Context: an optimization exercise on an open-source flow, tuned for small area and few clock cycles. The choices shown serve that exercise and are no tape-out recipe. Only simulation tests tie the RTL to the original design; equivalence was not proved. Power is estimated from default activity; no workload was simulated.

<file path="config.mk">
export PLATFORM = sky130hd
export DESIGN_NAME = data_memory_param
export DESIGN_NICKNAME = data_memory_param
export VERILOG_FILES = /design/flow/design.v
export SDC_FILE = /design/flow/constraint.sdc
export NUM_CORES = 4
export LEC_CHECK = 0
export CAP_MARGIN = 20
export CORE_MARGIN = 2
export CORE_UTILIZATION = 40
export SLEW_MARGIN = 20
</file>
<file path="constraint.sdc">
create_clock -name core_clock -period 3.2 [get_ports {clock}]
set_input_delay 0.6400 -clock core_clock [delete_from_list [all_inputs] [get_ports {clock}]]
set_output_delay 0.6400 -clock core_clock [all_outputs]
set_load 0.01 [all_outputs]
</file>
<file path="design.v">
module data_memory_param #(
  parameter int DATA_WIDTH = 32,
  parameter int ADDR_WIDTH = 7
) (
  input  logic                    clock,
  input  logic                    reset,
  input  logic                    mem_read,
  input  logic                    mem_write,
  input  logic [ADDR_WIDTH-1:0]   address,
  input  logic [DATA_WIDTH-1:0]   write_data,
  input  logic [DATA_WIDTH/8-1:0] byte_en,
  output logic [DATA_WIDTH-1:0]   read_data,
  output logic                    read_valid,
  output logic                    ready,
  output logic                    access_err,
  output logic                    parity_err
);
  localparam int NB    = DATA_WIDTH / 8;
  localparam int LG    = 3;                    
  localparam int NL    = 1 << LG;              
  localparam int RW    = ADDR_WIDTH - LG;      
  localparam int NR    = 1 << RW;              
  localparam int NE    = 6;                    
  localparam int DEPTH = NR * NL;
  logic [DEPTH*DATA_WIDTH-1:0] st;
  logic [LG-1:0]         phase_q;      
  logic                  init_q;       
  logic [LG-1:0]         icnt_q;
  logic                  ready_q;
  logic                  rd_q;
  logic                  read_valid_q;
  logic                  access_err_q;
  logic [DATA_WIDTH-1:0] read_data_q;
  logic [NE-1:0]         ev_q;                   
  logic [ADDR_WIDTH-1:0] ea_q [NE];              
  logic [NB-1:0]         eb_q [NE];              
  logic [DATA_WIDTH-1:0] ed_q [NE];              
  logic [NE-1:0]         grant_q;                
  logic [NR-1:0]         bring_q;                
  logic [NB-1:0]         bbe_q;                  
  logic [DATA_WIDTH-1:0] bdata_q;                
  logic rd_acc, wr_acc, wr_eff;
  assign rd_acc = ready_q & mem_read & ~mem_write;
  assign wr_acc = ready_q & mem_write;
  assign wr_eff = wr_acc & (|byte_en);
  logic [NB-1:0]         ins_en [NR];
  logic [DATA_WIDTH-1:0] ins_data;
  always_comb begin
    for (int r = 0; r < NR; r++)
      for (int b = 0; b < NB; b++)
        ins_en[r][b] = (bring_q[r] & bbe_q[b]) | init_q;
    ins_data = bdata_q & {DATA_WIDTH{~init_q}};
  end
  always_ff @(posedge clock) begin
    for (int r = 0; r < NR; r++) begin
      for (int p = 1; p < NL; p++)
        st[(r*NL + p)*DATA_WIDTH +: DATA_WIDTH] <= st[(r*NL + p - 1)*DATA_WIDTH +: DATA_WIDTH];
      for (int b = 0; b < NB; b++)
        st[(r*NL)*DATA_WIDTH + 8*b +: 8] <= ins_en[r][b] ? ins_data[8*b +: 8]
                                                         : st[(r*NL + NL - 1)*DATA_WIDTH + 8*b +: 8];
    end
  end
  logic [NE-1:0] hit;      
  logic [NE-1:0] alloc;
  always_comb begin
    logic found;
    for (int e = 0; e < NE; e++)
      hit[e] = ev_q[e] & ~grant_q[e] & (ea_q[e] == address);
    alloc = '0;
    found = |hit;
    for (int e = 0; e < NE; e++) begin
      if (!found && (!ev_q[e] || grant_q[e])) begin
        alloc[e] = 1'b1;
        found    = 1'b1;
      end
    end
  end
  logic [NE-1:0]         ev_d;
  logic [DATA_WIDTH-1:0] ed_m [NE];    
  logic [NB-1:0]         eb_m [NE];
  always_comb begin
    for (int e = 0; e < NE; e++) begin
      ev_d[e] = (ev_q[e] & ~grant_q[e]) | (wr_eff & alloc[e]);
      eb_m[e] = eb_q[e] | ({NB{wr_eff & hit[e]}} & byte_en);
      for (int b = 0; b < NB; b++)
        ed_m[e][8*b +: 8] = (wr_eff & hit[e] & byte_en[b]) ? write_data[8*b +: 8] : ed_q[e][8*b +: 8];
    end
  end
  always_ff @(posedge clock) begin
    for (int e = 0; e < NE; e++) begin
      if (wr_eff && alloc[e]) begin
        ea_q[e] <= address;
        eb_q[e] <= byte_en;
      end else if (wr_eff && hit[e]) begin
        eb_q[e] <= eb_m[e];
      end
      for (int b = 0; b < NB; b++)
        if (wr_eff && (alloc[e] || hit[e]) && byte_en[b])
          ed_q[e][8*b +: 8] <= write_data[8*b +: 8];
    end
  end
  logic [LG-1:0] s_ins_next;
  assign s_ins_next = ~(phase_q + LG'(1));
  logic [NE-1:0] grant_d;
  always_comb begin
    logic found;
    found   = 1'b0;
    grant_d = '0;
    for (int e = 0; e < NE; e++) begin
      if (!found && ev_q[e] && !grant_q[e] && ea_q[e][LG-1:0] == s_ins_next) begin
        grant_d[e] = 1'b1;
        found      = 1'b1;
      end
    end
  end
  logic [RW-1:0]         bring_d;
  logic [NB-1:0]         bbe_d;
  logic [DATA_WIDTH-1:0] bdata_d;
  always_comb begin
    bring_d = '0;
    bbe_d   = '0;
    bdata_d = '0;
    for (int e = 0; e < NE; e++) begin
      bring_d = bring_d | ({RW{grant_d[e]}} & ea_q[e][ADDR_WIDTH-1:LG]);
      bbe_d   = bbe_d   | ({NB{grant_d[e]}} & eb_m[e]);
      bdata_d = bdata_d | ({DATA_WIDTH{grant_d[e]}} & ed_m[e]);
    end
  end
  always_ff @(posedge clock) begin
    for (int r = 0; r < NR; r++) bring_q[r] <= (|grant_d) && bring_d == RW'(r);
    bbe_q   <= bbe_d;
    bdata_q <= bdata_d;
  end
  logic [ADDR_WIDTH-1:0] raddr_q;
  logic [NR-1:0]         rring_q;
  logic [NL-1:0]         rpos_q;
  logic [LG-1:0]         rpos_n;
  assign rpos_n = address[LG-1:0] + phase_q + LG'(1);
  always_ff @(posedge clock) begin
    raddr_q <= address;
    for (int r = 0; r < NR; r++) rring_q[r] <= (address[ADDR_WIDTH-1:LG] == RW'(r));
    for (int p = 0; p < NL; p++) rpos_q[p]  <= (rpos_n == LG'(p));
  end
  logic [DATA_WIDTH-1:0] rword, rdata;
  always_comb begin
    rword = '0;
    for (int r = 0; r < NR; r++)
      for (int p = 0; p < NL; p++)
        rword = rword | ({DATA_WIDTH{rring_q[r] & rpos_q[p]}} & st[(r*NL + p)*DATA_WIDTH +: DATA_WIDTH]);
  end
  always_comb begin
    logic [NE-1:0] m;
    logic [NB-1:0] fb;
    logic [DATA_WIDTH-1:0] fd;
    fb = '0;
    fd = '0;
    for (int e = 0; e < NE; e++) begin
      m[e] = ev_q[e] & (ea_q[e] == raddr_q);
      fb = fb | ({NB{m[e]}} & eb_q[e]);
      fd = fd | ({DATA_WIDTH{m[e]}} & ed_q[e]);
    end
    for (int b = 0; b < NB; b++)
      rdata[8*b +: 8] = fb[b] ? fd[8*b +: 8] : rword[8*b +: 8];
  end
  logic room_next;
  assign room_next = |(~ev_d | grant_d);
  always_ff @(posedge clock or posedge reset) begin
    if (reset) begin
      phase_q      <= '0;
      init_q       <= 1'b1;
      icnt_q       <= '0;
      ready_q      <= 1'b0;
      rd_q         <= 1'b0;
      read_valid_q <= 1'b0;
      access_err_q <= 1'b0;
      ev_q         <= '0;
      grant_q      <= '0;
    end else begin
      phase_q      <= phase_q + LG'(1);
      icnt_q       <= icnt_q + LG'(init_q);
      if (init_q && icnt_q == '1) init_q <= 1'b0;
      ready_q      <= (init_q ? (icnt_q == '1) : 1'b1) & room_next;
      rd_q         <= rd_acc;
      read_valid_q <= rd_q;
      access_err_q <= (mem_read | mem_write) & (~ready_q | (mem_read & mem_write));
      ev_q         <= ev_d;
      grant_q      <= grant_d;
    end
  end
  always_ff @(posedge clock) begin
    read_data_q <= rdata;
  end
  assign read_data  = read_data_q;
  assign read_valid = read_valid_q;
  assign ready      = ready_q;
  assign access_err = access_err_q;
  assign parity_err = 1'b0;
endmodule
</file>
<file path="run.sh">
#!/bin/bash
# synth_recipe.tcl (not shown) runs the flow's synth.tcl, then flattens the netlist and writes it again
# the make line also repeats each setting of config.mk as NAME=value (left out here)
make -C /OpenROAD-flow-scripts/flow DESIGN_CONFIG=/design/flow/config.mk WORK_HOME=/design/flow/orfs CLKGATE_MAP_FILE= SYNTH_SCRIPT=/design/flow/synth_recipe.tcl finish
</file>
==> results.tsv, run 1 <==
stage	metric	value	unit
clock_network	cts_tree	built	
timing	fin_crit_sh	108.4	%
global_routing	antenna_found_initial	124	
clock_network	cts.sinks	4492	
power	p_per_area	750.0	nW/um^2
power	seq_power_share	50.4	%
die	rows	210	
power	leakage	61.70	nW
route	finalWirelength	764500	microns
critical_path	critPathSlowestCell	and2_4	
global_routing	overflow	0	
power	p_sw_share	24.91	%
timing	skew	0.08750	ns
yosys	synthCells	10540	
critical_path	worst-r2r-cell-count	8	
yosys	ys_ff_latch	4492	
clock_network	cts_root_buf	clkbuf_16	
critical_path	cp_slowest_stage_delay	1.09	ns
yosys	async_flop_share	0.5120	%
yosys	syn_area	131100	sq um
global_routing	grt_usage	43.84	%
place	gp_congestion	1.052	
critical_path	required	4.09	ns
yosys	yosys.area.top_type	dfxtp_1	
power	combPwrFrac	4.8	%
run_status	so_faults	max-capacitance violations, max-slew violations, negative setup slack	
yosys	synth_ff_type	dfxtp_1	
die	ioPinCount	83	
power	p_sw	0.03008	W
place	place_ws	-0.4036	ns
critical_path	critPathArrivalTime	4.36	ns
timing	setup_viol	22	
route	wl_per_cell	47.28	microns
critical_path	start_kind	flip-flop	
route	vias	117400	
power	irDropWorstVdd	0.5498	mV
hold_path	holdCritPathClass	flip-flop to flip-flop	
die	fp.dieH	576.4	microns
die	die-area	332300	sq um
power	p_int	0.09069	W
route	drt_iter0_drc	26440	
power	clkPwrFrac	44.8	%
route	drt-vias-per-instance	7.261	
timing	setup_ws	-0.2696	ns
clock_network	cts_buffers	430	
timing	worst_pin_slew	1.570	ns
critical_path	worstSetupPathType	flip-flop to flip-flop	
timing	drv_slew	15	
job	cap_violations	1	
place	portBuffers	81	
timing	max_freq	288.2	MHz
timing	min_period	3.470	ns
clock_network	clk_latency	1.05	ns
final_layout	drive_gt1_share	17.20	%
global_routing	grt_max_degree	80	
critical_path	endpoint_kind	flip-flop	
hold_path	hold_depth	0	
final_layout	layout.nets	11330	
route	drcViolationCount	0	
die	initial_utilization	40.13	%
yosys	synth_enable_flop_cells	258	
final_layout	utilization	49.30	%
clock_network	clockBufferDepth	4	
critical_path	crit_chain	and2_4, buf_4, a22oi_1, nand4_1, nor4_1, nand3_1, buf_12, o21a_1	
final_layout	synthToLayoutAreaGrowth	22.85	%
place	dpl.hpwl	499800	microns
yosys	synth.top_cells.by_area	dfxtp_1 64%, edfxtp_1 5.9%, a22o_1 5.3%	
yosys	syn_avg_cell_area	12.44	sq um
die	core_area	326600	sq um
yosys	synth.distinct_cells	63	
run_status	status	complete, but fails checks	
route	ant_nets	0	
timing	hold_violations	0	
critical_path	crit_fanout	21	
die	die_w	576.4	microns
global_routing	grt_pass1_vias	104000	
yosys	synth_top_area_share	64.31	%
route	first_pass_iters	13	
yosys	yosysSeqAreaShare	70.66	%
clock_network	path_clk_slew	0.07	ns
yosys	yosysWarnings	7	
timing	relSlewSlack	-4.696	%
global_routing	grt_pass1_wl	976800	microns
clock_network	cts-htree-levels	5	
## metrics by stage
step	setup TNS [ns]	instance area, sq um	cells	total power [W]	hold WS, ns
after global routing	-0.0003788	160600	16010	0.1221	0.3210
after CTS	0	159400	15880	0.1194	0.2713
after floorplan	0	131100	10540	0.06277	0.3308
final	-2.054	161000	16170	0.1208	0.2817
after detailed placement	-52.46	144500	15100	0.06712	0.3356
after global placement	-59.64	144400	15100	0.06712	0.3322
## power by group through the flow
| stage | logic (W) | registers [W] | clock network [W] |
|---|---|---|---|
| finish | 0.00582 | 0.0608 | 0.0541 |
| global route | 0.00568 | 0.0607 | 0.0557 |
| CTS | 0.00536 | 0.0606 | 0.0534 |
| detailed placement | 0.00534 | 0.0618 | 0 |
| global placement | 0.00529 | 0.0618 | 0 |
| floorplan | 0.00262 | 0.0602 | 0 |
## cells by family after synthesis
| kind of cell | after synthesis | synth area share [%] |
|---|---|---|
| adder cells (fa/ha/maj) | 5 | 0.05346 |
| AND/OR/NAND/NOR | 1978 | 7.552 |
| multiplexers | 192 | 1.466 |
| XOR/XNOR | 107 | 0.7799 |
| AO/OA/AOI/OAI | 2871 | 16.88 |
| buffers and inverters | 892 | 2.598 |
| flip-flops | 4492 | 70.66 |
| other | 1 | 0.002861 |
## path summary, 6_finish.rpt
kind                           start  slack [ns]              to
max in group asynchronous      reset        2.29          init_q
hold reg to reg             st[2889]        0.28        st[2921]
setup / recovery           rpos_q[0]       -0.27  read_data_q[1]
min in group asynchronous      reset        0.57    read_valid_q
setup reg to reg           rpos_q[0]       -0.27  read_data_q[1]
hold / removal              st[2889]        0.28        st[2921]
## metal layers
| layer | track usage (%) | up-vias | wire length (microns) |
|---|---|---|---|
| li1 | - | 41170 | - |
| met1 | 52.22 | 56530 | 260100 |
| met2 | 57.38 | 14870 | 287700 |
| met3 | 24.42 | 4780 | 137600 |
| met4 | 34.58 | 58 | 78280 |
| met5 | 0.3300 | - | 777 |
## repair_timing
action                                 4_1_cts  5_1_grt
endpoints found under the hold margin        1        0
setup buffers                                0       93
gates resized for setup                      1       12
pin swaps                                    0       18
setup endpoints to repair                    1       21
hold buffers                                 1        0
cloned                                       0        4
## final cells by class
class                   count  area (sq um)
fillers                 28310        165600
flip-flops and latches   4492         92720
multi-input cells        5158         35490
clock buffers             598         12590
repair buffers           1159         11820
well taps                4346          5438
clock inverters           186          2342
diodes                    189         473.0
inverters                  41         155.1
## critical path, delay by kind of cell, from the launching register on
| family | cells | cell delay (ns) |
|---|---|---|
| buffers and inverters | 2 | 0.53 |
| AO/OA/AOI/OAI | 2 | 0.34 |
| flip-flops | 1 | 0.78 |
| AND/OR/NAND/NOR | 4 | 1.60 |
## cells in the final DEF, fill, tap and decap left out, types with 81 or more instances in the layout
cell type and n:
dfxtp_1 4180, o22ai_1 96, a21oi_1 536, clkdlybuf4s50_1 81, a221oi_1 773, clkbuf_16 441, diode_2 189, edfxtp_1 258
clkbuf_8 96, mux2i_1 192, nand3_1 641, a22o_1 798, xnor2_1 84, a22oi_1 610, buf_4 842, and2_4 128
buf_12 232, clkinv_2 84, nand2_1 617, nand4_1 318
## synthesized netlist by cell type (45+ instances only)
cell,count
a21oi_1,536
a221oi_1,773
a22o_1,798
a22oi_1,610
and2_1,154
buf_1,77
clkbuf_1,754
dfxtp_1,4211
edfxtp_1,258
mux2i_1,192
nand2_1,617
nand3_1,642
nand4_1,318
nor2_1,45
nor3_1,60
nor4_1,60
o22ai_1,96
xnor2_1,84
## registers in the layout, summed over array words and instances, names as in the netlist, 4 cells and up
register,cells
bbe_q,4
bdata_q,32
bring_q,16
ea_q,42
eb_q,24
ed_q,192
ev_q,6
grant_q,6
raddr_q,7
read_data_q,32
rpos_q,8
rring_q,16
st,4096
Testbench counts, summed over its fixed seeds: cycles 16,082.
==> run 2: changes to the inputs <==
--- a/design.v
+++ b/design.v
@@ -134,5 +134,4 @@
   logic [ADDR_WIDTH-1:0] raddr_q;
-  logic [NR-1:0]         rring_q;
-  logic [NL-1:0]         rpos_q;
   logic [LG-1:0]         rpos_n;
+  logic [DEPTH-1:0]      rsel;
   assign rpos_n = address[LG-1:0] + phase_q + LG'(1);
@@ -140,11 +139,29 @@
     raddr_q <= address;
-    for (int r = 0; r < NR; r++) rring_q[r] <= (address[ADDR_WIDTH-1:LG] == RW'(r));
-    for (int p = 0; p < NL; p++) rpos_q[p]  <= (rpos_n == LG'(p));
-  end
+    for (int i = 0; i < DEPTH; i++)
+      rsel[i] <= ({address[ADDR_WIDTH-1:LG], rpos_n} == ADDR_WIDTH'(i));
+  end
+  localparam int NG = (DEPTH + 2) / 3;
+  logic [3*NG-1:0]       rsel_x;
+  logic [DATA_WIDTH-1:0] gword_n [NG];     
   logic [DATA_WIDTH-1:0] rword, rdata;
   always_comb begin
+    rsel_x = '0;
+    rsel_x[DEPTH-1:0] = rsel;
+  end
+  for (genvar g = 0; g < NG; g++) begin : g_rd
+    for (genvar k = 0; k < DATA_WIDTH; k++) begin : g_bit
+      dmem_aoi222 u_aoi (
+        .a1(rsel_x[3*g]),
+        .b1(st[(3*g)*DATA_WIDTH + k]),
+        .a2(rsel_x[3*g + 1]),
+        .b2((3*g + 1 < DEPTH) ? st[((3*g + 1) % DEPTH)*DATA_WIDTH + k] : 1'b0),
+        .a3(rsel_x[3*g + 2]),
+        .b3((3*g + 2 < DEPTH) ? st[((3*g + 2) % DEPTH)*DATA_WIDTH + k] : 1'b0),
+        .y (gword_n[g][k])
+      );
+    end
+  end
+  always_comb begin
     rword = '0;
-    for (int r = 0; r < NR; r++)
-      for (int p = 0; p < NL; p++)
-        rword = rword | ({DATA_WIDTH{rring_q[r] & rpos_q[p]}} & st[(r*NL + p)*DATA_WIDTH +: DATA_WIDTH]);
+    for (int g = 0; g < NG; g++) rword = rword | ~gword_n[g];
   end
@@ -198 +215,12 @@
 endmodule
+module dmem_aoi222 (
+  input  logic a1,
+  input  logic b1,
+  input  logic a2,
+  input  logic b2,
+  input  logic a3,
+  input  logic b3,
+  output logic y
+);
+  assign y = ~((a1 & b1) | (a2 & b2) | (a3 & b3));
+endmodule
--- a/config.mk
+++ b/config.mk
@@ -10,2 +10,7 @@
 export CORE_UTILIZATION = 40
+export CTS_BUF_LIST = sky130_fd_sc_hd__clkbuf_8
+export CTS_CLUSTER_DIAMETER = 40
+export CTS_CLUSTER_SIZE = 16
 export SLEW_MARGIN = 20
+export SYNTH_HIERARCHICAL = 1
+export SYNTH_MINIMUM_KEEP_SIZE = 0
==> run 2 against run 1 <==
Effect of this change:
- fails the layout checks on negative setup slack
- via count decreased by 21%
- sequential share of layout area increased by 5.8 points
- final area decreased by 7.2%
- sequential power increased by 2%
- register-to-register slack improved by 0.24 ns
- maximum frequency increased by 7.4%
- synthesized area decreased by 2.8%
- global-route usage decreased by 16 points
- clock-buffer cell count decreased by 95
- critical path type unchanged
==> results.tsv, run 2 <==
stage	metric	value	unit
run_status	status	complete, but fails checks	
run_status	so_faults	negative setup slack	
yosys	ys_ff_latch	4596	
route	drt-vias-per-instance	6.188	
timing	hold_slack	0.1435	ns
place	place_area	138600	sq um
route	wl_per_cell	31.45	microns
power	irDropWorstVdd	0.4074	mV
place	gp_congestion	0.9185	
route	drcViolationCount	0	
die	ioPinCount	83	
global_routing	grt_max_degree	108	
yosys	yosys.area.top_type	dfxtp_1	
hold_path	holdCritPathClass	primary input to flip-flop	
critical_path	timing.reg2reg.setup_slack	-0.03	ns
yosys	synthCells	9480	
final_layout	final_area	149400	sq um
place	portBuffers	81	
final_layout	layout_commonest_cell	dfxtp_1	
timing	fin_crit_sh	100.9	%
critical_path	critPathSlowestCell	nor4_1	
die	core_area	317500	sq um
power	seq_power_share	57.0	%
route	ant_nets	0	
final_layout	largestRegisters	st x4096, ed_q x192, rsel x128	
final_layout	layout.nets	10380	
global_routing	grt_pass1_vias	90070	
clock_network	clockBufferDepth	4	
final_layout	drive_gt1_share	13.60	%
critical_path	endpoint_kind	flip-flop	
route	finalWirelength	468600	microns
power	p_sw_share	26.63	%
critical_path	start_kind	flip-flop	
place	dpl.hpwl	295500	microns
global_routing	antenna_found_initial	22	
final_layout	synthToLayoutAreaGrowth	17.27	%
critical_path	cpMostUsedCell	buf_4	
power	p_int	0.08028	W
timing	hold_violations	0	
clock_network	cts_root_buf	clkbuf_8	
timing	skew	0.1006	ns
yosys	syn_avg_cell_area	13.44	sq um
timing	setup_ws	-0.02908	ns
job	cap_violations	0	
yosys	yosysWarnings	20	
critical_path	required	4.17	ns
critical_path	worstSetupPathType	flip-flop to flip-flop	
clock_network	path_clk_slew	0.08	ns
hold_path	hold_depth	3	
timing	relSlewSlack	13.69	%
timing	rsz0062_at_grt	no	
timing	worst_pin_slew	1.295	ns
critical_path	critPathArrivalTime	4.20	ns
power	p_sw	0.02914	W
yosys	synth.top_cells.by_area	dfxtp_1 68%, a222oi_1 11%, edfxtp_1 6.1%	
global_routing	grt_pass1_wl	658300	microns
yosys	synth_ff_type	dfxtp_1	
critical_path	crit_start	rsel[101]	
critical_path	rr_endpoint	read_data_q[17]	
timing	drv_slew	0	
yosys	async_flop_share	0.5004	%
die	initial_utilization	40.14	%
power	leakage	55.13	nW
die	die_w	568.5	microns
clock_network	cts.sinks	4596	
route	drt_iter0_drc	17090	
clock_network	cts-htree-levels	5	
power	p_per_area	732.1	nW/um^2
critical_path	crit_chain	buf_4, a222oi_1, nand4_1, nor4_1, buf_4, nand3_1, nor2_1, a31oi_1	
clock_network	clk_latency	1.20	ns
yosys	syn_area	127400	sq um
critical_path	cp_slowest_stage_delay	0.52	ns
hold_path	holdPathEnd	access_err_q	
die	die-area	323100	sq um
power	combPwrFrac	5.2	%
die	fp.dieH	568.5	microns
critical_path	crit_fanout	32	
yosys	yosysSeqAreaShare	74.31	%
timing	setup_viol	1	
final_layout	regMostFlops	st	
yosys	yosys-top-cells-count	4315 x dfxtp_1, 1380 x a222oi_1, 623 x nand2_1, 604 x nand3_1, 528 x a21oi_1	
yosys	synth_enable_flop_cells	258	
timing	min_period	3.229	ns
final_layout	layout_common_cells	4288 x dfxtp_1, 1380 x a222oi_1, 623 x nand2_1	
final_layout	largest_register_ffs	4096	
route	first_pass_iters	13	
global_routing	grt_usage	27.79	%
place	place_ws	-0.2967	ns
timing	max_freq	309.7	MHz
power	clkPwrFrac	37.8	%
clock_network	cts_buffers	459	
yosys	synth_top_area_share	67.78	%
yosys	synth.distinct_cells	62	
clock_network	cts_tree	built	
route	vias	92200	
yosys	post-synth-top-count-cell	dfxtp_1	
hold_path	hp-start	mem_read	
critical_path	worst-r2r-cell-count	8	
die	rows	207	
global_routing	overflow	0	
critical_path	r2r-start	rsel[101]	
[run 2: cell type report]
type                    instances  area, sq um
fillers                     28060       168100
flip-flops and latches       4596        94760
multi-input cells            4570        31640
repair buffers                666         6944
clock buffers                 503         6923
well taps                    4180         5230
clock inverters               348         3816
inverters                      30        127.6
diodes                          6        15.01
[run 2: worst max path at each step]
stage,endpoint,slack [ns],depth (start not counted)
floorplan,ed_q[4][0],0.05,9
global placement,ed_q[0][7],-0.33,11
detailed placement,ed_q[0][6],-0.30,11
CTS,bring_q[3],0.02,10
global route,read_data_q[17],0.004,8
finish,read_data_q[17],-0.03,8
[run 2: critical path: cells and delay by family, from the launching register on]
kind                   cells  cell delay (ns)
flip-flops                 1             0.35
AO/OA/AOI/OAI              2             0.57
buffers and inverters      2             0.57
AND/OR/NAND/NOR            4             1.53
[run 2: what timing repair did]
item	in CTS	in global routing
buffers inserted	0	1
pin swaps	2	5
hold buffers	1	0
gates cloned	0	0
gates resized for setup	2	8
endpoints found under the hold margin	22	0
setup endpoints to repair	2	12
[run 2: per-stage QoR]
step	total power, W	TNS [ns]	std cells	utilization (%)
final	0.1094	-0.02908	14900	47.07
after global routing	0.1124	0	14900	47.06
after CTS	0.1096	0	14890	47.05
after detailed placement	0.06908	-54.58	14040	43.66
after global placement	0.06898	-56.83	14040	43.66
after floorplan	0.06463	0	9544	-
[run 2: Yosys stat by module, one instance, submodules excluded]
module	times used	cells inside	cell area, sq um	flip-flops and latches
data_memory_param	1	8104	113700	4596
dmem_aoi222	1376	1	10.01	0
[run 2: routing by layer]
layer	share of wire (%)	global-route usage, %
met1	40	37.14
met3	12	6.870
met5	0.020	0
met4	6.6	15.98
met2	42	40.88
[run 2: cell families (layout without fill, tap and decap cells)]
| family | after synthesis | count (layout) | synth area share, % |
|---|---|---|---|
| DFF | 4596 | 4596 | 74.31 |
| AOI/OAI and AO/OA | 2206 | 2206 | 14.61 |
| and+or+nand+nor | 1996 | 1996 | 7.595 |
| buffers and inverters | 378 | 1547 | 1.146 |
| muxes | 192 | 192 | 1.508 |
| xor gates and xnor gates | 106 | 106 | 0.7736 |
| adders and majority gates | 5 | 5 | 0.05498 |
| other | 1 | 71 | 0.002943 |
[run 2: power groups by stage]
stage	combinational [W]	clock [W]	sequential (W)
global placement	0.00551	0	0.0635
global route	0.00584	0.0441	0.0625
finish	0.00572	0.0414	0.0623
CTS	0.00558	0.0418	0.0622
detailed placement	0.00556	0	0.0635
floorplan	0.00264	0	0.0620
Testbench counts of run 2, summed over its fixed seeds: cycles 16,082.
==> run 3: changes to the inputs <==
--- a/design.v
+++ b/design.v
@@ -38,3 +38,5 @@
   logic [NE-1:0]         grant_q;                
-  logic [NR-1:0]         bring_q;                
+  logic [RW-1:0]         bring_q;                
+  logic                  bvalid_q;               
+  logic [LG-1:0]         snext_q;                
   logic [NB-1:0]         bbe_q;                  
@@ -50,3 +52,3 @@
       for (int b = 0; b < NB; b++)
-        ins_en[r][b] = (bring_q[r] & bbe_q[b]) | init_q;
+        ins_en[r][b] = (bvalid_q & (bring_q == RW'(r)) & bbe_q[b]) | init_q;
     ins_data = bdata_q & {DATA_WIDTH{~init_q}};
@@ -101,4 +103,2 @@
   end
-  logic [LG-1:0] s_ins_next;
-  assign s_ins_next = ~(phase_q + LG'(1));
   logic [NE-1:0] grant_d;
@@ -109,3 +109,3 @@
     for (int e = 0; e < NE; e++) begin
-      if (!found && ev_q[e] && !grant_q[e] && ea_q[e][LG-1:0] == s_ins_next) begin
+      if (!found && ev_q[e] && !grant_q[e] && ea_q[e][LG-1:0] == snext_q) begin
         grant_d[e] = 1'b1;
@@ -129,3 +129,3 @@
   always_ff @(posedge clock) begin
-    for (int r = 0; r < NR; r++) bring_q[r] <= (|grant_d) && bring_d == RW'(r);
+    bring_q <= bring_d;
     bbe_q   <= bbe_d;
@@ -194,2 +194,4 @@
       grant_q      <= '0;
+      bvalid_q     <= 1'b0;
+      snext_q      <= ~LG'(1);
     end else begin
@@ -204,2 +206,4 @@
       grant_q      <= grant_d;
+      bvalid_q     <= |grant_d;
+      snext_q      <= ~(phase_q + LG'(2));
     end
==> flow/run.sh (new file) <==
#!/bin/bash
# The standard layout (standard.sh), except that clock tree synthesis is
# told not to add dummy load cells. The other CTS arguments are the ones the
# standard flow derives from config.mk (cluster size 16, diameter 40 um,
# clkbuf_8 buffers). ORFS writes each step's log under orfs/logs; make's own
# output goes to standard.log.
set -e
export CTS_ARGS="-sink_clustering_enable -repair_clock_nets -sink_clustering_size 16 -sink_clustering_max_diameter 40 -buf_list sky130_fd_sc_hd__clkbuf_8 -dont_use_dummy_load"
bash standard.sh > standard.log 2>&1
==> standard.sh (new file) <==
#!/bin/bash
# synth_recipe.tcl (not shown) runs the flow's synth.tcl, then flattens the netlist and writes it again
# the make line also repeats each setting of config.mk as NAME=value (left out here)
make -C /OpenROAD-flow-scripts/flow DESIGN_CONFIG=/design/flow/config.mk WORK_HOME=/design/flow/orfs CLKGATE_MAP_FILE= SYNTH_SCRIPT=/design/flow/synth_recipe.tcl "${@:-finish}"
--- a/config.mk
+++ b/config.mk
@@ -13,2 +13,3 @@
 export CTS_CLUSTER_SIZE = 16
+export SETUP_SLACK_MARGIN = 0.2
 export SLEW_MARGIN = 20
removed: run.sh
==> run 3 against run 2 <==
Effect of this change:
- the run now finishes clean
- worst setup slack improved by 0.20 ns
- utilization fell by 1.2 points
- cell count fell by 2.2%
- via count fell by 0.51%
- sequential power fell by 3%
- global-route usage fell by 0.054 points
- die area barely moved
- clock skew rose by 0.059 ns
- critical path depth did not move
- final area fell by 2.6%
- power fell by 11%
- critical path type unchanged
==> results.tsv, run 3 <==
stage	metric	value	unit
critical_path	r2r-start	rsel[12]	
critical_path	worstSetupPathType	flip-flop to flip-flop	
route	finalWirelength	466600	microns
power	leakage	52.68	nW
yosys	yosysSeqAreaShare	74.15	%
timing	worst_pin_slew	1.233	ns
yosys	synth.distinct_cells	71	
yosys	yosysWarnings	20	
die	core_area	317500	sq um
final_layout	layout.nets	10430	
final_layout	instances_no_fill	14570	
timing	skew	0.1598	ns
timing	setup_ws	0.1720	ns
critical_path	cpMostUsedCell	buf_4	
global_routing	grt_pass1_wl	657100	microns
yosys	synth.top_cells.by_area	dfxtp_1 68%, a222oi_1 11%, edfxtp_1 6.1%	
hold_path	holdCritPathClass	primary input to flip-flop	
run_status	status	no timing/DRC/antenna violations	
yosys	synthCells	9488	
die	die_w	568.7	microns
final_layout	largest_register_ffs	4096	
die	die-area	323400	sq um
critical_path	rr_endpoint	read_data_q[18]	
critical_path	critPathArrivalTime	3.93	ns
die	fp.dieH	568.7	microns
critical_path	required	4.10	ns
clock_network	path_clk_slew	0.08	ns
place	place_inst	14110	
route	first_pass_iters	13	
critical_path	worstPathBufferInverterCount	2	
timing	setup_viol	0	
final_layout	regMostFlops	st	
clock_network	cts-htree-levels	5	
route	drcViolationCount	0	
global_routing	overflow	0	
clock_network	cts_root_buf	clkbuf_8	
critical_path	crit_end	read_data_q[18]	
clock_network	cts_tree	built	
critical_path	timing.reg2reg.setup_slack	0.17	ns
global_routing	grt_max_degree	146	
die	rows	207	
job	cap_violations	0	
route	wl_per_cell	32.02	microns
route	drt_iter0_drc	16600	
timing	min_period	3.028	ns
timing	max_freq	330.2	MHz
critical_path	crit_fanout	32	
place	portBuffers	81	
critical_path	crit_chain	buf_4, a222oi_1, nand4_1, nor4_1, buf_4, nand3_1, nor2_1, a31oi_1	
clock_network	cts.sinks	4588	
final_layout	layout_commonest_cell	dfxtp_1	
timing	drv_slew	0	
critical_path	start_kind	flip-flop	
yosys	post-synth-top-count-cell	dfxtp_1	
critical_path	crit_start	rsel[12]	
route	ant_nets	0	
global_routing	grt_pass1_vias	90610	
yosys	syn_area	127500	sq um
place	gp_congestion	0.9014	
critical_path	critPathSlowestCell	a222oi_1	
yosys	syn_avg_cell_area	13.44	sq um
yosys	yosys-top-cells-count	4303 x dfxtp_1, 1376 x a222oi_1, 649 x nand2_1, 599 x nand3_1, 522 x a21oi_1	
yosys	async_flop_share	0.5885	%
critical_path	crit_family	simple AND/OR/NAND/NOR gates	
final_layout	drive_gt1_share	11.64	%
yosys	synth_ff_type	dfxtp_1	
critical_path	crit_cells	8	
yosys	synth_enable_flop_cells	258	
place	place_ws	-0.4166	ns
route	vias	91730	
die	initial_utilization	40.17	%
die	ioPinCount	83	
timing	setup_tns	0	ns
critical_path	worst-r2r-cell-count	8	
power	irDropWorstVdd	0.3749	mV
yosys	yosys.area.top_type	dfxtp_1	
clock_network	clk_latency	1.18	ns
global_routing	grt_usage	27.73	%
clock_network	clockBufferDepth	4	
timing	fin_crit_sh	94.63	%
yosys	synth_top_area_share	67.54	%
place	dpl.hpwl	287600	microns
power	p_per_area	671.9	nW/um^2
route	drt-vias-per-instance	6.295	
clock_network	cts_buffers	452	
timing	relSlewSlack	17.69	%
critical_path	cp_slowest_stage_delay	0.48	ns
final_layout	nFillCells	28200	
timing	rsz0062_at_grt	no	
clock_network	cts_setup_buffers	0	
final_layout	largestRegisters	st x4096, ed_q x192, rsel x128	
timing	hold_violations	0	
power	p_total	0.09780	W
final_layout	synthToLayoutAreaGrowth	14.13	%
critical_path	endpoint_kind	flip-flop	
yosys	ys_ff_latch	4588	
global_routing	antenna_found_initial	30	
final_layout	layout_common_cells	4279 x dfxtp_1, 1376 x a222oi_1, 649 x nand2_1	
run 3: changes by cell type after synthesis, sizes merged, moves of 27 or more:
| cell | before | now |
|---|---|---|
| mux2 | 0 | 28 |
| mux2i | 192 | 160 |
| nand2 | 623 | 650 |
| nor2 | 197 | 233 |
| o221ai | 0 | 33 |
| o22ai | 104 | 33 |
run 3: what timing repair did:
action	in CTS	in global routing
pin swaps	3	13
hold buffers	2	0
setup endpoints to repair	18	15
resized for setup	16	13
gates cloned	0	0
hold endpoints to repair	26	0
run 3: logic make-up (layout without fill, tap and decap cells):
group / Yosys count / after routing / share of synthesized area, %
flops: 4588 / 4588 / 74.15
compound gates: 2176 / 2176 / 14.54
simple gates: 2060 / 2060 / 7.838
buf+inv: 362 / 1190 / 1.166
mux: 188 / 188 / 1.503
xor+xnor: 107 / 107 / 0.7407
fa+ha+maj: 6 / 6 / 0.06279
other cells: 1 / 76 / 0.002940
run 3: through the flow:
| stage | util [%] | area (sq um) | hold slack [ns] |
|---|---|---|---|
| floorplan | - | 127800 | 0.3298 |
| global placement | 43.83 | 139200 | 0.3312 |
| detailed placement | 43.83 | 139200 | 0.3347 |
| CTS | 45.81 | 145500 | 0.1175 |
| global route | 45.83 | 145500 | 0.1890 |
| finish | 45.84 | 145600 | 0.2173 |
run 3: how the worst min path moves through the flow:
| stage | from | to | cells past startpoint | slack [ns] |
|---|---|---|---|---|
| finish | address[0] | raddr_q[0] | 2 | 0.22 |
| global route | address[4] | ea_q[4][4] | 1 | 0.19 |
| CTS | address[0] | raddr_q[0] | 2 | 0.12 |
| detailed placement | st[301] | st[333] | 0 | 0.33 |
| global placement | st[3278] | st[3310] | 0 | 0.33 |
| floorplan | st[968] | st[1000] | 0 | 0.33 |
run 3: layout make-up:
class | instances | area, sq um | area share, %
repair buffers | 714 | 7402 | 5.085
well taps | 4180 | 5230 | 3.593
diodes | 11 | 27.53 | 0.01891
multi-input cells | 4602 | 31970 | 21.96
flip-flops and latches | 4588 | 94620 | 65.01
clock buffers | 452 | 6221 | 4.274
inverters | 24 | 90.09 | 0.06189
run 3: Yosys stat by module, one instance, submodules excluded:
module	flip-flops and latches	area [sq um]	times used
data_memory_param	4588	113800	1
dmem_aoi222	0	10.01	1376
run 3: metal layers:
metal  track usage, %  vias to the layer above  wire length [microns]
met1            36.27                    45780                 182400
li1                 -                    38790                      -
met5                0                        -                     11
met2            41.20                     5975                 197900
met4            16.46                        2                  31310
met3            7.266                     1178                  55060
run 3: worst reg2reg max path, delay by kind of cell (launching register included):
kind                   cells  cell delay [ns]
flip-flops                 1             0.32
AO/OA/AOI/OAI              2             0.67
buffers and inverters      2             0.51
AND/OR/NAND/NOR            4             1.32
run 3: report_power, final:
part           internal (W)  total (W)  switching (W)
logic               0.00175    0.00660        0.00486
clock network        0.0125     0.0306         0.0182
registers            0.0592     0.0606        0.00133
Testbench counts of run 3, summed over its fixed seeds: cycles 16,082.
==> run 4: changes to the inputs <==
--- a/design.v
+++ b/design.v
@@ -133,3 +133,4 @@
   end
-  logic [ADDR_WIDTH-1:0] raddr_q;
+  logic [NE-1:0]         fm_q;      
+  logic [NB-1:0]         fb_q;      
   logic [LG-1:0]         rpos_n;
@@ -138,3 +139,7 @@
   always_ff @(posedge clock) begin
-    raddr_q <= address;
+    for (int e = 0; e < NE; e++)
+      fm_q[e] <= ev_q[e] & ~grant_q[e] & (ea_q[e] == address);
+    fb_q <= '0;
+    for (int e = 0; e < NE; e++)
+      if (ev_q[e] && !grant_q[e] && ea_q[e] == address) fb_q <= eb_q[e];
     for (int i = 0; i < DEPTH; i++)
@@ -142,40 +147,41 @@
   end
-  localparam int NG = (DEPTH + 2) / 3;
-  logic [3*NG-1:0]       rsel_x;
-  logic [DATA_WIDTH-1:0] gword_n [NG];     
+  localparam int NG = (DEPTH + 2) / 3;           
   logic [DATA_WIDTH-1:0] rword, rdata;
-  always_comb begin
-    rsel_x = '0;
-    rsel_x[DEPTH-1:0] = rsel;
-  end
-  for (genvar g = 0; g < NG; g++) begin : g_rd
-    for (genvar k = 0; k < DATA_WIDTH; k++) begin : g_bit
-      dmem_aoi222 u_aoi (
-        .a1(rsel_x[3*g]),
-        .b1(st[(3*g)*DATA_WIDTH + k]),
-        .a2(rsel_x[3*g + 1]),
-        .b2((3*g + 1 < DEPTH) ? st[((3*g + 1) % DEPTH)*DATA_WIDTH + k] : 1'b0),
-        .a3(rsel_x[3*g + 2]),
-        .b3((3*g + 2 < DEPTH) ? st[((3*g + 2) % DEPTH)*DATA_WIDTH + k] : 1'b0),
-        .y (gword_n[g][k])
-      );
-    end
-  end
-  always_comb begin
-    rword = '0;
-    for (int g = 0; g < NG; g++) rword = rword | ~gword_n[g];
-  end
-  always_comb begin
-    logic [NE-1:0] m;
-    logic [NB-1:0] fb;
+  for (genvar k = 0; k < DATA_WIDTH; k++) begin : g_bit
+    logic [NG-1:0] l1_n;
+    logic [10:0]   l2;
+    logic [3:0]    l3_n;
+    for (genvar g = 0; g < NG; g++) begin : g_l1
+      if (3*g + 2 < DEPTH) begin : g_3
+        dmem_aoi222 u (
+          .a1(rsel[3*g]),     .b1(st[(3*g)*DATA_WIDTH + k]),
+          .a2(rsel[3*g + 1]), .b2(st[(3*g + 1)*DATA_WIDTH + k]),
+          .a3(rsel[3*g + 2]), .b3(st[(3*g + 2)*DATA_WIDTH + k]),
+          .y (l1_n[g])
+        );
+      end else begin : g_2
+        dmem_aoi22 u (
+          .a1(rsel[3*g]),     .b1(st[(3*g)*DATA_WIDTH + k]),
+          .a2(rsel[3*g + 1]), .b2(st[(3*g + 1)*DATA_WIDTH + k]),
+          .y (l1_n[g])
+        );
+      end
+    end
+    for (genvar g = 0; g < 10; g++) begin : g_l2
+      dmem_nand4 u (.a(l1_n[4*g]), .b(l1_n[4*g + 1]), .c(l1_n[4*g + 2]), .d(l1_n[4*g + 3]), .y(l2[g]));
+    end
+    dmem_nand3 u_l2_last (.a(l1_n[40]), .b(l1_n[41]), .c(l1_n[42]), .y(l2[10]));
+    for (genvar g = 0; g < 3; g++) begin : g_l3
+      dmem_nor3 u (.a(l2[3*g]), .b(l2[3*g + 1]), .c(l2[3*g + 2]), .y(l3_n[g]));
+    end
+    dmem_nor2 u_l3_last (.a(l2[9]), .b(l2[10]), .y(l3_n[3]));
+    dmem_nand4 u_l4 (.a(l3_n[0]), .b(l3_n[1]), .c(l3_n[2]), .d(l3_n[3]), .y(rword[k]));
+  end
+  always_comb begin
     logic [DATA_WIDTH-1:0] fd;
-    fb = '0;
     fd = '0;
-    for (int e = 0; e < NE; e++) begin
-      m[e] = ev_q[e] & (ea_q[e] == raddr_q);
-      fb = fb | ({NB{m[e]}} & eb_q[e]);
-      fd = fd | ({DATA_WIDTH{m[e]}} & ed_q[e]);
-    end
+    for (int e = 0; e < NE; e++)
+      fd = fd | ({DATA_WIDTH{fm_q[e]}} & ed_q[e]);
     for (int b = 0; b < NB; b++)
-      rdata[8*b +: 8] = fb[b] ? fd[8*b +: 8] : rword[8*b +: 8];
+      rdata[8*b +: 8] = fb_q[b] ? fd[8*b +: 8] : rword[8*b +: 8];
   end
@@ -220,8 +226,3 @@
 module dmem_aoi222 (
-  input  logic a1,
-  input  logic b1,
-  input  logic a2,
-  input  logic b2,
-  input  logic a3,
-  input  logic b3,
+  input  logic a1, b1, a2, b2, a3, b3,
   output logic y
@@ -230 +231,31 @@
 endmodule
+module dmem_aoi22 (
+  input  logic a1, b1, a2, b2,
+  output logic y
+);
+  assign y = ~((a1 & b1) | (a2 & b2));
+endmodule
+module dmem_nand4 (
+  input  logic a, b, c, d,
+  output logic y
+);
+  assign y = ~(a & b & c & d);
+endmodule
+module dmem_nand3 (
+  input  logic a, b, c,
+  output logic y
+);
+  assign y = ~(a & b & c);
+endmodule
+module dmem_nor3 (
+  input  logic a, b, c,
+  output logic y
+);
+  assign y = ~(a | b | c);
+endmodule
+module dmem_nor2 (
+  input  logic a, b,
+  output logic y
+);
+  assign y = ~(a | b);
+endmodule
==> run 4 against run 3 <==
Effect of this change:
- maximum frequency decreased by 0.96%
- cell count decreased by 1.3%
- wire length decreased by 3.9%
- highest routed layer unchanged
- clock power decreased by 1%
==> results.tsv, run 4 <==
stage	metric	value	unit
run_status	status	no timing/DRC/antenna violations	
timing	rsz0062_at_grt	no	
clock_network	clk_latency	1.18	ns
timing	max_freq	327.1	MHz
final_layout	synthToLayoutAreaGrowth	13.52	%
route	wl_met2	196100	microns
route	ant_nets	0	
yosys	syn_avg_cell_area	13.50	sq um
critical_path	crit_fanout	32	
clock_network	cts_setup_buffers	0	
final_layout	layout_common_cells	4267 x dfxtp_1, 1344 x a222oi_1, 620 x nand2_1	
yosys	synth_enable_flop_cells	258	
clock_network	cts_buffers	439	
timing	setup_ws	0.1428	ns
job	cap_violations	0	
place	place_ws	-0.4634	ns
critical_path	endpoint_kind	flip-flop	
yosys	synth-adder-area-share	0.05490	%
global_routing	grt_max_degree	57	
timing	setup_tns	0	ns
die	die-area	323600	sq um
die	die_w	568.9	microns
critical_path	start_kind	flip-flop	
timing	drv_slew	0	
global_routing	grt_usage	26.67	%
yosys	yosysWarnings	13	
global_routing	antenna_found_initial	28	
die	rows	207	
yosys	synthCells	9455	
route	wl_per_cell	31.19	microns
final_layout	layout.nets	10250	
yosys	post-synth-top-count-cell	dfxtp_1	
power	p_per_area	675.8	nW/um^2
place	portBuffers	81	
place	place_area	138800	sq um
yosys	syn_area	127600	sq um
yosys	yosysSeqAreaShare	74.14	%
clock_network	cts_root_buf	clkbuf_8	
timing	min_period	3.057	ns
timing	setup_viol	0	
hold_path	holdCritPathClass	primary input to flip-flop	
timing	fin_crit_sh	95.54	%
place	gp_congestion	0.8881	
die	initial_utilization	40.16	%
critical_path	worstSetupPathType	flip-flop to flip-flop	
yosys	ys_ff_latch	4591	
final_layout	final_area	144900	sq um
final_layout	largest_register_ffs	4096	
place	place_inst	13930	
final_layout	layout_commonest_cell	dfxtp_1	
die	fp.dieH	568.9	microns
global_routing	overflow	0	
final_layout	regMostFlops	st	
critical_path	critPathArrivalTime	3.88	ns
yosys	synth.top_cells.by_area	dfxtp_1 68%, a222oi_1 11%, edfxtp_1 6.1%	
route	first_pass_iters	14	
timing	worst_pin_slew	1.211	ns
timing	hold_violations	0	
final_layout	instances_no_fill	14390	
yosys	synth_top_area_share	67.54	%
yosys	yosys-top-cells-count	4306 x dfxtp_1, 1344 x a222oi_1, 620 x nand2_1, 559 x nand3_1, 535 x a21oi_1	
critical_path	required	4.03	ns
place	dpl.hpwl	279400	microns
die	ioPinCount	83	
route	drt-vias-per-instance	6.204	
global_routing	grt_pass1_wl	638800	microns
route	drt_iter0_drc	15440	
yosys	async_flop_share	0.5881	%
clock_network	cts-htree-levels	5	
yosys	synth_compound_area_share	14.59	%
yosys	synth.mux.area_fraction	1.514	%
yosys	synth-simple-area-share	8.142	%
yosys	synth-xor-area-share	0.4460	%
clock_network	path_clk_slew	0.08	ns
final_layout	largestRegisters	st x4096, ed_q x192, rsel x128	
route	finalWirelength	448600	microns
yosys	yosys.area.top_type	dfxtp_1	
route	drt-met1-wl	182700	microns
route	highest_layer	met5	
final_layout	drive_gt1_share	12.12	%
power	irDropWorstVdd	0.3541	mV
clock_network	cts.sinks	4591	
timing	relSlewSlack	19.25	%
route	vias	89250	
route	drcViolationCount	0	
global_routing	grt_pass1_vias	89060	
die	core_area	317800	sq um
timing	hold_slack	0.1246	ns
yosys	synth_ff_type	dfxtp_1	
clock_network	cts_tree	built	
yosys	synth.distinct_cells	67	
clock_network	clockBufferDepth	4	
power	leakage	51.13	nW
yosys	synth_top_family_by_area	compound AO/OA/AOI/OAI gates	
route	met3_length	47060	microns
timing	skew	0.1443	ns
[run 4: cell types whose count changed in the layout (fill, tap and decap cells not counted), sizes merged, moves of 44 or more]
cell,previous run,this run
nand3,605,561
conb,65,1
buf,631,548
o22ai,33,102
nor4,73,5
nor3,48,109
a22oi,70,128
[run 4: cell families after synthesis]
family / count (synthesis)
XOR/XNOR: 65
adder cells (fa/ha/maj): 5
flip-flops: 4591
AO/OA/AOI/OAI: 2201
other: 1
buffers and inverters: 362
AND/OR/NAND/NOR: 2037
multiplexers: 193
[run 4: cell type report]
type / count / area (sq um)
antenna: 13 / 32.53
tap: 4180 / 5230
timing repair buffer: 630 / 7037
clock buffer: 439 / 6042
inverter: 30 / 112.6
sequential: 4591 / 94690
fill: 28230 / 172900
multi-input combinational: 4502 / 31750
[run 4: through the flow]
stage | total power, W | util (%)
floorplan | 0.06416 | -
global placement | 0.06875 | 43.67
detailed placement | 0.06882 | 43.67
CTS | 0.09813 | 45.58
global route | 0.1008 | 45.59
finish | 0.09792 | 45.59
[run 4: layer usage]
metal	global-route usage, %	vias up
li1	-	38300
met1	35.84	44890
met2	40.73	5095
met3	5.977	928
met4	12.49	28
met5	0	-
[run 4: where the power goes]
| part | total, W | internal [W] | switching, W | leakage, nW |
|---|---|---|---|---|
| Sequential | 0.0626 | 0.0596 | 0.00300 | 37.4 |
| Combinational | 0.00515 | 0.00163 | 0.00352 | 10.6 |
| Clock | 0.0302 | 0.0121 | 0.0181 | 3.16 |
[run 4: timing repair]
item | in CTS | in global routing
endpoints found under the setup margin | 3 | 2
hold endpoints to repair | 3 | 0
hold buffers | 1 | 0
pin swaps | 0 | 1
resized for setup | 3 | 1
[run 4: worst paths after layout]
| kind | start | end | slack (ns) | depth (start not counted) |
|---|---|---|---|---|
| setup / recovery | rsel[105] | read_data_q[31] | 0.14 | 9 |
| hold / removal | mem_read | access_err_q | 0.12 | 3 |
| setup reg to reg | rsel[105] | read_data_q[31] | 0.14 | 9 |
| hold reg to reg | st[915] | st[947] | 0.23 | 0 |
| max in group asynchronous | reset | init_q | 2.17 | 4 |
| min in group asynchronous | reset | rd_q | 0.29 | 3 |
[run 4: Yosys stat by module, one instance, submodules excluded]
module,cells inside,flip-flops and latches
data_memory_param,7567,4591
dmem_aoi22,1,0
dmem_aoi222,1,0
dmem_nor3,1,0
dmem_nand4,1,0
dmem_nand3,1,0
dmem_nor2,1,0
[run 4: worst max-delay path, stage by stage, from the launching register on]
cell and delay, ns:
dfxtp_1 0.35, buf_12 0.19, a222oi_1 0.53, nand4_1 0.35, nor3_4 0.42, nand4_1 0.23, buf_4 0.23, nor2_1 0.12
buf_4 0.16, a41oi_1 0.10
Testbench counts of run 4, summed over its fixed seeds: cycles 16,082.
==> run 5: changes to the inputs <==
--- a/config.mk
+++ b/config.mk
@@ -9,3 +9,3 @@
 export CORE_MARGIN = 2
-export CORE_UTILIZATION = 40
+export CORE_UTILIZATION = 52
 export CTS_BUF_LIST = sky130_fd_sc_hd__clkbuf_8
==> run 5 against run 4 <==
Effect of this change:
- still clean on timing, DRC and antenna
- sequential power about the same
- clock skew is 0.013 ns lower
- non-clock buffer count rose by 21
- utilization up 14 points
- clock-buffer cell count is 52 higher
- wire length fell by 1.1%
- via count increased by 0.70%
- register-to-register slack improved by 0.03 ns
- critical path depth stayed put
- first-iteration DRC count up 4.3%
- hold slack improved by 0.031 ns
- synthesized cell count did not move
- largest cell class unchanged
==> results.tsv, run 5 <==
stage	metric	value	unit
die	fp.dieH	499.4	microns
critical_path	start_kind	flip-flop	
final_layout	layout.nets	10320	
route	drt_iter0_drc	16110	
timing	max_freq	330.8	MHz
die	core_area	243700	sq um
die	initial_utilization	52.38	%
final_layout	drive_gt1_share	12.86	%
critical_path	worstPathBufferInverterCount	3	
place	dpl.hpwl	274000	microns
final_layout	synthToLayoutAreaGrowth	13.06	%
yosys	synth_top_area_share	67.54	%
critical_path	cp_slowest_stage_delay	0.53	ns
run_status	status	no timing/DRC/antenna violations	
timing	fin_crit_sh	94.47	%
yosys	yosysWarnings	13	
yosys	synthCells	9455	
place	portBuffers	81	
clock_network	cts.sinks	4591	
timing	skew	0.1314	ns
route	first_pass_iters	14	
clock_network	cts_tree	built	
timing	setup_ws	0.1770	ns
yosys	synth_ff_type	dfxtp_1	
yosys	yosys-top-cells-count	4306 x dfxtp_1, 1344 x a222oi_1, 620 x nand2_1, 559 x nand3_1, 535 x a21oi_1	
global_routing	overflow	0	
final_layout	regMostFlops	st	
timing	setup_tns	0	ns
die	die_w	499.4	microns
power	irDropWorstVdd	0.4213	mV
global_routing	grt_pass1_vias	88310	
critical_path	crit_family	simple AND/OR/NAND/NOR gates	
yosys	synth_top_family_by_area	compound AO/OA/AOI/OAI gates	
clock_network	clockBufferDepth	4	
critical_path	required	4.09	ns
die	ioPinCount	83	
critical_path	critPathArrivalTime	3.91	ns
timing	hold_slack	0.1553	ns
yosys	synth_compound_area_share	14.59	%
final_layout	utilization	59.22	%
critical_path	crit_chain	buf_12, a222oi_1, nand4_1, nor3_4, nand4_1, buf_4, nor2_1, buf_4, a41oi_1	
job	cap_violations	0	
clock_network	clk_latency	1.18	ns
final_layout	largest_register_ffs	4096	
power	leakage	51.57	nW
yosys	synth.mux.area_fraction	1.514	%
final_layout	layout_common_cells	4262 x dfxtp_1, 1344 x a222oi_1, 620 x nand2_1	
yosys	synth_enable_flop_cells	258	
global_routing	grt_usage	34.29	%
yosys	ys_ff_latch	4591	
final_layout	largestRegisters	st x4096, ed_q x192, rsel x128	
route	drt-vias-per-instance	6.664	
critical_path	endpoint_kind	flip-flop	
timing	relSlewSlack	11.09	%
global_routing	grt_max_degree	110	
clock_network	cts_root_buf	clkbuf_8	
clock_network	cts-htree-levels	5	
timing	setup_viol	0	
clock_network	cts_buffers	491	
critical_path	worstSetupPathType	flip-flop to flip-flop	
yosys	synth-adder-area-share	0.05490	%
timing	min_period	3.023	ns
power	p_per_area	689.9	nW/um^2
die	die-area	249400	sq um
yosys	post-synth-top-count-cell	dfxtp_1	
yosys	synth-simple-area-share	8.142	%
final_layout	layout_commonest_cell	dfxtp_1	
die	rows	181	
critical_path	crit_fanout	32	
critical_path	critPathSlowestCell	nor3_4	
yosys	yosysSeqAreaShare	74.14	%
route	drcViolationCount	0	
yosys	syn_avg_cell_area	13.50	sq um
yosys	synth.distinct_cells	67	
global_routing	antenna_found_initial	26	
final_layout	nFillCells	19470	
place	place_ws	-0.4827	ns
yosys	synth.top_cells.by_area	dfxtp_1 68%, a222oi_1 11%, edfxtp_1 6.1%	
hold_path	holdCritPathClass	primary input to flip-flop	
yosys	yosys.area.top_type	dfxtp_1	
global_routing	grt_pass1_wl	628400	microns
yosys	synth-xor-area-share	0.4460	%
timing	worst_pin_slew	1.334	ns
timing	drv_slew	0	
place	gp_congestion	0.8938	
yosys	async_flop_share	0.5881	%
timing	rsz0062_at_grt	yes	
route	wl_per_cell	32.90	microns
yosys	syn_area	127600	sq um
clock_network	path_clk_slew	0.08	ns
timing	hold_violations	0	
route	vias	89870	
route	finalWirelength	443700	microns
route	ant_nets	0	
-- run 5: cell counts after synthesis --
No cell type changed its count.
-- run 5: path summary, 6_finish.rpt --
kind	start	endpoint	slack [ns]	cells after the start
hold / removal	mem_read	access_err_q	0.16	3
setup reg to reg	rsel[36]	read_data_q[7]	0.18	9
min in group asynchronous	reset	icnt_q[0]	0.42	4
max in group asynchronous	reset	grant_q[2]	2.38	4
setup / recovery	rsel[36]	read_data_q[7]	0.18	9
hold reg to reg	st[3754]	st[3786]	0.25	0
-- run 5: tightest hold or removal path, stage by stage --
cell and delay (ns):
clkdlybuf4s50_1 0.44, nand2_1 0.08, o21ai_0 0.07
-- run 5: per-module statistics from Yosys (local to each module, per instance) --
module             area (sq um)  copies in the design
data_memory_param        110300                     1
dmem_aoi22                12.51                    32
dmem_aoi222               10.01                  1344
dmem_nand3                5.005                    32
dmem_nand4                6.256                   352
dmem_nor2                 3.754                    32
dmem_nor3                 10.01                    96
-- run 5: layout make-up --
class | instances | area, sq um | share of cell area [%]
multi-input cells | 4502 | 31780 | 22.02
inverters | 30 | 112.6 | 0.07803
clock buffers | 491 | 6758 | 4.683
repair buffers | 651 | 6900 | 4.782
diodes | 19 | 47.55 | 0.03295
well taps | 3202 | 4006 | 2.776
flip-flops and latches | 4591 | 94700 | 65.63
-- run 5: what timing repair did --
action | in CTS | in global routing
endpoints found under the setup margin | 3 | 62
hold endpoints to repair | 25 | 0
setup buffers | 0 | 2
gates cloned | 0 | 1
pin swaps | 6 | 13
hold buffers | 1 | 0
resized for setup | 5 | 17
-- run 5: report_power, final --
group,switching (W),internal (W)
clock network,0.0182,0.0135
logic,0.00351,0.00164
registers,0.00305,0.0596
total,0.0248,0.0748
-- run 5: kinds of logic (layout without fill, tap and decap cells) --
group / after synthesis / in the layout
flops: 4591 / 4591
compound gates: 2201 / 2201
simple gates: 2037 / 2037
buf+inv: 362 / 1172
mux: 193 / 193
xor+xnor: 65 / 65
fa+ha+maj: 5 / 5
other cells: 1 / 20
-- run 5: stage by stage --
step                total power, W  instance area (sq um)  cells
global placement           0.06873                 137400  12970
finish                     0.09956                 144300  13490
floorplan                  0.06416                 127700   9455
detailed placement         0.06882                 137400  12970
global route                0.1023                 144300  13470
CTS                        0.09965                 144200  13460
-- run 5: layer usage --
layer | up-vias | global-route usage (%) | part of all wire (%)
met5 | - | 0 | 0.055
met4 | 20 | 16.05 | 5.0
met3 | 971 | 7.242 | 10
met2 | 5406 | 52.72 | 44
met1 | 44990 | 46.40 | 40
li1 | 38490 | - | -
==> run 6: changes to the inputs <==
--- a/design.v
+++ b/design.v
@@ -38,7 +38,3 @@
   logic [NE-1:0]         grant_q;                
-  logic [RW-1:0]         bring_q;                
-  logic                  bvalid_q;               
   logic [LG-1:0]         snext_q;                
-  logic [NB-1:0]         bbe_q;                  
-  logic [DATA_WIDTH-1:0] bdata_q;                
   logic rd_acc, wr_acc, wr_eff;
@@ -47,2 +43,15 @@
   assign wr_eff = wr_acc & (|byte_en);
+  logic [RW-1:0]         bring;
+  logic [NB-1:0]         bbe;
+  logic [DATA_WIDTH-1:0] bdata;
+  always_comb begin
+    bring = '0;
+    bbe   = '0;
+    bdata = '0;
+    for (int e = 0; e < NE; e++) begin
+      bring = bring | ({RW{grant_q[e]}} & ea_q[e][ADDR_WIDTH-1:LG]);
+      bbe   = bbe   | ({NB{grant_q[e]}} & eb_q[e]);
+      bdata = bdata | ({DATA_WIDTH{grant_q[e]}} & ed_q[e]);
+    end
+  end
   logic [NB-1:0]         ins_en [NR];
@@ -52,4 +61,4 @@
       for (int b = 0; b < NB; b++)
-        ins_en[r][b] = (bvalid_q & (bring_q == RW'(r)) & bbe_q[b]) | init_q;
-    ins_data = bdata_q & {DATA_WIDTH{~init_q}};
+        ins_en[r][b] = ((bring == RW'(r)) & bbe[b]) | init_q;
+    ins_data = bdata & {DATA_WIDTH{~init_q}};
   end
@@ -80,4 +89,3 @@
   logic [NE-1:0]         ev_d;
-  logic [DATA_WIDTH-1:0] ed_m [NE];    
-  logic [NB-1:0]         eb_m [NE];
+  logic [NB-1:0]         eb_m [NE];    
   always_comb begin
@@ -86,4 +94,2 @@
       eb_m[e] = eb_q[e] | ({NB{wr_eff & hit[e]}} & byte_en);
-      for (int b = 0; b < NB; b++)
-        ed_m[e][8*b +: 8] = (wr_eff & hit[e] & byte_en[b]) ? write_data[8*b +: 8] : ed_q[e][8*b +: 8];
     end
@@ -115,22 +121,6 @@
   end
-  logic [RW-1:0]         bring_d;
-  logic [NB-1:0]         bbe_d;
-  logic [DATA_WIDTH-1:0] bdata_d;
-  always_comb begin
-    bring_d = '0;
-    bbe_d   = '0;
-    bdata_d = '0;
-    for (int e = 0; e < NE; e++) begin
-      bring_d = bring_d | ({RW{grant_d[e]}} & ea_q[e][ADDR_WIDTH-1:LG]);
-      bbe_d   = bbe_d   | ({NB{grant_d[e]}} & eb_m[e]);
-      bdata_d = bdata_d | ({DATA_WIDTH{grant_d[e]}} & ed_m[e]);
-    end
-  end
-  always_ff @(posedge clock) begin
-    bring_q <= bring_d;
-    bbe_q   <= bbe_d;
-    bdata_q <= bdata_d;
-  end
   logic [NE-1:0]         fm_q;      
   logic [NB-1:0]         fb_q;      
+  logic [NR-1:0]         rring_q;
+  logic [NL-1:0]         rpos_q;
   logic [LG-1:0]         rpos_n;
@@ -139,2 +129,4 @@
   always_ff @(posedge clock) begin
+    for (int r = 0; r < NR; r++) rring_q[r] <= (address[ADDR_WIDTH-1:LG] == RW'(r));
+    for (int p = 0; p < NL; p++) rpos_q[p]  <= (rpos_n == LG'(p));
     for (int e = 0; e < NE; e++)
@@ -144,4 +136,7 @@
       if (ev_q[e] && !grant_q[e] && ea_q[e] == address) fb_q <= eb_q[e];
-    for (int i = 0; i < DEPTH; i++)
-      rsel[i] <= ({address[ADDR_WIDTH-1:LG], rpos_n} == ADDR_WIDTH'(i));
+  end
+  always_comb begin
+    for (int r = 0; r < NR; r++)
+      for (int p = 0; p < NL; p++)
+        rsel[r*NL + p] = rring_q[r] & rpos_q[p];
   end
@@ -200,3 +195,2 @@
       grant_q      <= '0;
-      bvalid_q     <= 1'b0;
       snext_q      <= ~LG'(1);
@@ -212,3 +206,2 @@
       grant_q      <= grant_d;
-      bvalid_q     <= |grant_d;
       snext_q      <= ~(phase_q + LG'(2));
==> flow/run.sh (replaced) <==
#!/bin/bash
# The standard layout (standard.sh), except that clock tree synthesis is
# told not to add dummy load cells. The other CTS arguments are the ones the
# standard flow derives from config.mk (cluster size 16, diameter 55 um,
# clkbuf_8 buffers). ORFS writes each step's log under orfs/logs; make's own
# output goes to standard.log.
set -e
export CTS_ARGS="-sink_clustering_enable -repair_clock_nets -sink_clustering_size 16 -sink_clustering_max_diameter 55 -buf_list sky130_fd_sc_hd__clkbuf_8 -dont_use_dummy_load"
bash standard.sh > standard.log 2>&1
--- a/config.mk
+++ b/config.mk
@@ -9,7 +9,7 @@
 export CORE_MARGIN = 2
-export CORE_UTILIZATION = 52
+export CORE_UTILIZATION = 40
 export CTS_BUF_LIST = sky130_fd_sc_hd__clkbuf_8
-export CTS_CLUSTER_DIAMETER = 40
+export CTS_CLUSTER_DIAMETER = 55
 export CTS_CLUSTER_SIZE = 16
-export SETUP_SLACK_MARGIN = 0.2
+export SETUP_SLACK_MARGIN = 0.15
 export SLEW_MARGIN = 20
==> run 6 against run 5 <==
Effect of this change:
- still clean
- sequential power down 3.8%
- synthesized area decreased by 5.5%
- clock skew fell by 0.018 ns
==> results.tsv, run 6 <==
stage	metric	value	unit
run_status	status	no timing/DRC/antenna violations	
route	ant_nets	0	
clock_network	clockBufferDepth	4	
place	place_area	130700	sq um
final_layout	largest_register_ffs	4096	
place	gp_congestion	0.8744	
power	leakage	47.82	nW
final_layout	layout_commonest_cell	dfxtp_1	
global_routing	grt_max_degree	157	
die	rows	201	
timing	fin_crit_sh	95.20	%
critical_path	endpoint_kind	flip-flop	
final_layout	layout_common_cells	4160 x dfxtp_1, 1344 x a222oi_1, 587 x nand3_1	
yosys	yosys-top-cells-count	4162 x dfxtp_1, 1344 x a222oi_1, 588 x nand3_1, 515 x o21ai_0, 363 x nand4_1	
die	die_w	553.0	microns
critical_path	start_kind	flip-flop	
yosys	synth_top_area_share	69.10	%
die	fp.dieH	553.0	microns
timing	hold_slack	0.2622	ns
global_routing	overflow	0	
clock_network	cts_buffers	337	
route	wl_per_cell	30.64	microns
clock_network	cts.sinks	4446	
place	place_ws	-0.5293	ns
final_layout	largestRegisters	st x4096, ed_q x192, ea_q x42	
timing	drv_slew	0	
final_layout	layout.nets	9162	
route	drt-vias-per-instance	6.219	
critical_path	worstSetupPathType	flip-flop to flip-flop	
critical_path	critPathArrivalTime	3.87	ns
clock_network	path_clk_slew	0.10	ns
final_layout	utilization	45.18	%
critical_path	required	4.03	ns
yosys	synth_ff_type	dfxtp_1	
timing	min_period	3.046	ns
timing	skew	0.1132	ns
timing	setup_ws	0.1537	ns
route	drt_iter0_drc	14870	
power	irDropWorstVdd	0.3895	mV
yosys	post-synth-top-count-cell	dfxtp_1	
global_routing	grt_pass1_wl	572200	microns
timing	worst_pin_slew	1.076	ns
die	initial_utilization	40.22	%
timing	max_freq	328.3	MHz
yosys	syn_area	120600	sq um
yosys	synth.distinct_cells	56	
route	first_pass_iters	12	
critical_path	crit_fanout	28	
yosys	ys_ff_latch	4446	
place	portBuffers	81	
yosys	synth.top_cells.by_area	dfxtp_1 69%, a222oi_1 11%, edfxtp_1 6.4%	
timing	setup_viol	0	
job	cap_violations	0	
timing	setup_tns	0	ns
route	vias	81310	
final_layout	drive_gt1_share	10.84	%
clock_network	cts_tree	built	
yosys	synth_enable_flop_cells	258	
yosys	async_flop_share	0.5848	%
die	die-area	305800	sq um
hold_path	holdCritPathClass	flip-flop to flip-flop	
die	ioPinCount	83	
global_routing	antenna_found_initial	25	
clock_network	cts_root_buf	clkbuf_8	
final_layout	regMostFlops	st	
route	drcViolationCount	0	
place	dpl.hpwl	249000	microns
final_layout	final_area	135400	sq um
global_routing	grt_usage	25.13	%
yosys	syn_avg_cell_area	14.25	sq um
-- run 6: cell types whose count changed in the layout (fill, tap and decap cells not counted), sizes merged, moves of 101 or more --
cell | before | now
a21oi | 535 | 0
a22oi | 128 | 248
and2 | 17 | 152
buf | 568 | 466
clkbuf | 492 | 339
dfxtp | 4306 | 4162
mux2i | 193 | 3
nand2 | 628 | 113
nor2 | 256 | 113
o21ai | 18 | 517
o22ai | 102 | 1
-- run 6: layout make-up --
cell class,instances,area [sq um]
repair buffers,550,6073
diodes,9,22.52
fillers,26480,164300
multi-input cells,3750,27920
inverters,25,103.9
well taps,3958,4952
clock buffers,337,4638
flip-flops and latches,4446,91730
-- run 6: worst max-delay path, cell delays in order (launching register included) --
cell and delay, ns:
dfxtp_1 0.38, buf_4 0.20, and2_1 0.15, buf_4 0.31, a222oi_1 0.33, nand4_1 0.41, nor3_2 0.43, nand4_1 0.26
buf_4 0.23, nor2_1 0.10, a41oi_1 0.08
-- run 6: stage by stage --
stage	power [W]	std cells
finish	0.09168	13080
global route	0.09445	13070
CTS	0.09195	13060
detailed placement	0.06655	12730
global placement	0.06641	12730
floorplan	0.06265	8460
-- run 6: kinds of logic after synthesis --
group | share of synthesized area [%]
flip-flops | 76.07
AO/OA/AOI/OAI | 15.52
AND/OR/NAND/NOR | 6.985
buffers and inverters | 0.8540
XOR/XNOR | 0.4794
adder cells (fa/ha/maj) | 0.05812
multiplexers | 0.02491
other | 0.003110
-- run 6: modules after synthesis (local to each module, per instance), excerpt --
module / times used / cell area [sq um] / flip-flops and latches / cells
dmem_aoi222: 1344 / 10.01 / 0 / 1
data_memory_param: 1 / 103300 / 4446 / 6572
dmem_nand3: 32 / 5.005 / 0 / 1
dmem_nor3: 96 / 10.01 / 0 / 1
dmem_aoi22: 32 / 12.51 / 0 / 1
dmem_nand4: 352 / 6.256 / 0 / 1
-- run 6: routing by layer --
layer	up-vias	global-route usage, %	wire length (microns)	share of wire, %
li1	34970	-	-	-
met1	40710	33.36	160100	40
met2	4708	38.45	175500	44
met3	904	6.190	44490	11
met4	18	11.80	20430	5.1
met5	-	0	107	0.027
-- run 6: final timing paths --
check                           slack (ns)               to  cells past startpoint  startpoint
worst max-delay path                  0.15  read_data_q[19]                     10   rpos_q[4]
worst min-delay path                  0.26         st[2388]                      0    st[2356]
worst max register to register        0.15  read_data_q[19]                     10   rpos_q[4]
worst min register to register        0.26         st[2388]                      0    st[2356]
max in group asynchronous             2.26       grant_q[5]                      4       reset
min in group asynchronous             0.57       phase_q[2]                      4       reset
-- run 6: what timing repair did --
| item | in CTS | in global routing |
|---|---|---|
| hold buffers | 1 | 0 |
| endpoints found under the setup margin | 2 | 54 |
| buffers inserted | 0 | 1 |
| gates cloned | 0 | 2 |
| gates resized for setup | 1 | 22 |
| pin swaps | 2 | 19 |
| hold endpoints to repair | 20 | 0 |
-- run 6: power breakdown --
part | switching [W] | internal (W) | leakage (nW)
clock network | 0.0167 | 0.00946 | 2.42
logic | 0.00386 | 0.00142 | 9.17
registers | 0.00154 | 0.0587 | 36.2
total | 0.0221 | 0.0695 | 47.8
Testbench counts of run 6, summed over its fixed seeds: cycles 16,082.
